This is an optimization exercise on Yosys and OpenROAD, whose aim is small area, a short achievable clock period and few clock cycles per item, not a production implementation. In this exercise RTL edits were held to simulation tests only and were not proved equivalent to the original.

==> raven <==
// exp_taylor_seq
module exp_taylor_seq (
  input  logic        clk,
  input  logic        rst_n,
  input  logic        in_valid,
  output logic        in_ready,
  input  logic [31:0] in_data,
  output logic        out_valid,
  input  logic        out_ready,
  output logic [31:0] out_data
);
Settings: LEC_CHECK=0, CAP_MARGIN=20, CORE_MARGIN=2, CORE_UTILIZATION=55, CTS_BUF_LIST=sky130_fd_sc_hd__clkbuf_8, CTS_CLUSTER_SIZE=20, SLEW_MARGIN=20; clock period 11.0 ns.
standard.sh (not shown) runs the stock make flow with config.mk's settings and CLKGATE_MAP_FILE= SYNTH_SCRIPT=/design/flow/synth_recipe.tcl, a recipe that flattens the netlist after the stock synthesis.
==> flow/flow/run.sh <==
#!/bin/bash
set -euo pipefail
MARGIN=$(cat flow/margin.txt)
R=$PWD/orfs/results/$FLOW_PLATFORM/exp_taylor_seq/base
bash standard.sh "$R/1_2_yosys.v" > flow_synth.log 2>&1
python3 flow/polar.py "$R/1_2_yosys.v" > flow_polar.log 2>&1
bash standard.sh SETUP_SLACK_MARGIN=$MARGIN finish > flow_make.log 2>&1
==> flow/flow/margin.txt <==
7.0
Other scripts of this flow, unchanged in this note and not shown: flow/flow/polar.py
==> inputs of zinc, as changes to raven <==
--- a/flow/design.v
+++ b/flow/design.v
@@ -57,16 +57,18 @@
   logic [31:0] z0, z1, z3;
   logic [4:0]  k0, k1, k2, k3;
   logic [1:0]  t0, t1, t2, t3;
   logic        v0, v1, v2, v3;
   logic        d0, d1, d2, d3;
   logic        fin3;
   logic [47:0] rr0_q, rr0_d;
   logic [47:0] rr1_q, rr1_d;
+  logic [15:0] rlo_s;
+  logic        rlo_c, rlo_q;
   logic [47:0] zr0_q, zr0_d;
   logic [47:0] zr1_q, zr1_d;
   logic [47:0] zr2_q, zr2_d;
   logic [1:0]  ein, eout;
   logic        ov1;
   logic [31:0] q1;
   logic [7:0]  r_one, r_two, r_neg;
   logic [15:0] z_one, z_two, z_neg, zo_d, zt_d, zn_d;
@@ -2685,17 +2687,18 @@
   assign {rc724, rs723} = {1'b0, rs559} + rs637 + rc636;
   assign {rc726, rs725} = {1'b0, rc560} + rs639 + rc638;
   assign {rc728, rs727} = {1'b0, rc562} + rs641 + rc640;
   assign {rc730, rs729} = {1'b0, rpp269} + rs643 + rc642;
   assign {rc732, rs731} = {1'b0, rpp238} + rpp270 + rc644;
   assign {rc734, rs733} = {1'b0, 1'b1} + rpp271;
   assign rr0_d = {rpp272, rs733, rs731, rs729, rs727, rs725, rs723, rs721, rs719, rs717, rs715, rs713, rs711, rs709, rs707, rs705, rs703, rs701, rs699, rs697, rs695, rs693, rs691, rs689, rs687, rs685, rs683, rs681, rs679, rs677, rs675, rs673, rs671, rs669, rs667, rs665, rs663, rs661, rs659, rs657, rs655, rs653, rs651, rs649, rs647, rs645, rpp2, r_neg[0]};
   assign rr1_d = {rc734, rc732, rc730, rc728, rc726, rc724, rc722, rc720, rc718, rc716, rc714, rc712, rc710, rc708, rc706, rc704, rc702, rc700, rc698, rc696, rc694, rc692, rc690, rc688, rc686, rc684, rc682, rc680, rc678, rc676, rc674, rc672, rc670, rc668, rc666, rc664, rc662, rc660, rc658, rc656, rc654, rc652, rc650, rc648, rc646, rpp35, 1'b0, rpp1};
-  assign rsum = rr0_q + rr1_q;
+  assign {rlo_c, rlo_s} = {1'b0, rr0_d[15:0]} + rr1_d[15:0];
+  assign rsum = {rr0_q[47:16] + rr1_q[47:16] + {31'd0, rlo_q}, 16'd0};
   assign zpp735 = ((z_one[0] & y2[0]) ^ z_neg[0]);
   assign zpp736 = (((z_one[0] & y2[1]) | (z_two[0] & y2[0])) ^ z_neg[0]);
   assign zpp737 = (((z_one[0] & y2[2]) | (z_two[0] & y2[1])) ^ z_neg[0]);
   assign zpp738 = (((z_one[0] & y2[3]) | (z_two[0] & y2[2])) ^ z_neg[0]);
   assign zpp739 = (((z_one[0] & y2[4]) | (z_two[0] & y2[3])) ^ z_neg[0]);
   assign zpp740 = (((z_one[0] & y2[5]) | (z_two[0] & y2[4])) ^ z_neg[0]);
   assign zpp741 = (((z_one[0] & y2[6]) | (z_two[0] & y2[5])) ^ z_neg[0]);
   assign zpp742 = (((z_one[0] & y2[7]) | (z_two[0] & y2[6])) ^ z_neg[0]);
@@ -3628,18 +3631,19 @@
     x0 <= free ? in_data : xr;
     z0 <= free ? in_data : ((fin3 & ~d3) ? xr : z3);
     k0 <= free ? 5'd20 : k_dec;
     r_one <= free ? 8'h7f : rd_one;
     r_two <= free ? 8'h00 : rd_two;
     r_neg <= free ? 8'h2a : rd_neg;
     t0 <= free ? ein : t3;
     d0 <= free ? 1'b0 : (d3 | fin3);
-    rr0_q <= rr0_d;
-    rr1_q <= rr1_d;
+    rr0_q[47:16] <= rr0_d[47:16];
+    rr1_q[47:16] <= rr1_d[47:16];
+    rlo_q <= rlo_c;
     z1 <= z0; k1 <= k0; t1 <= t0; d1 <= d0;
     y2 <= rsum[47:16];
     z_one <= zo_d; z_two <= zt_d; z_neg <= zn_d; k2 <= k1; t2 <= t1; d2 <= d1;
     zr0_q <= zr0_d;
     zr1_q <= zr1_d;
     zr2_q <= zr2_d;
     z3 <= z2dec; k3 <= k2; t3 <= t2; d3 <= d2; fin3 <= fin2;
     if (!hold_q0) out_data <= ov1 ? q1 : res;
==> flow/flow/margin.txt (replaced) <==
7.4
Settings changed: CORE_UTILIZATION 55 to 60, CTS_BUF_LIST sky130_fd_sc_hd__clkbuf_8 to sky130_fd_sc_hd__clkbuf_4 sky130_fd_sc_hd__clkbuf_8.
==> inputs of onyx, as changes to raven <==
Settings changed: CORE_UTILIZATION 55 to 40, CTS_BUF_LIST sky130_fd_sc_hd__clkbuf_8 to default, CTS_CLUSTER_SIZE 20 to default.
==> summary.txt <==
- Clock-buffer cell count: zinc > raven > onyx.
- Die area, highest first: onyx, raven, zinc.
- In zinc the synthesized area is smaller than in raven, by about 4%.
- Non-clock buffer count, lowest first: raven, onyx, zinc.
- Against raven, the synthesized cell count of zinc is lower by 4.6%.
- Of onyx and zinc, onyx has the higher routed wire length (gap about 6.5%, measured against zinc).
- Final cell count, lowest first: zinc, raven, onyx.
- In zinc the flip-flop and latch count is lower than in raven, by 30.
- Against zinc, the register-to-register slack of raven is worse by 0.12 ns.
Testbench counts of raven, summed over its fixed seeds: cycles 6,120, items 320.
Testbench counts of zinc, summed over its fixed seeds: cycles 6,120, items 320.
Testbench counts of onyx, summed over its fixed seeds: cycles 6,120, items 320.

static timing again, ports no longer ideal:
Ports are ideal in the flow. The routed layouts listed here were re-timed in OpenROAD. Step 1: set_driving_cell puts a clkbuf_16 on clk and a buf_2 on each other input, an assumption about the parent block. Step 2 times the ports against the registers' clock, not the clock port: input delays grow and output delays shrink by t, the midpoint of the rising clock arrivals with the driver on. Slacks: no drivers / after step 1 / after step 2; pairs: no drivers / after step 1.
| run | shift t [ns] | setup slack, ns | slew at the worst register clock pin (ns) |
|---|---|---|---|
| raven | 0.814 | 7.073 / 7.026 / 7.073 | 0.07 / 0.07 |
| zinc | 0.798 | 7.197 / 7.197 / 7.197 | 0.08 / 0.08 |
| onyx | 0.706 | 7.075 / 7.043 / 7.075 | 0.07 / 0.07 |
After both steps setup and hold are still met in every run listed.
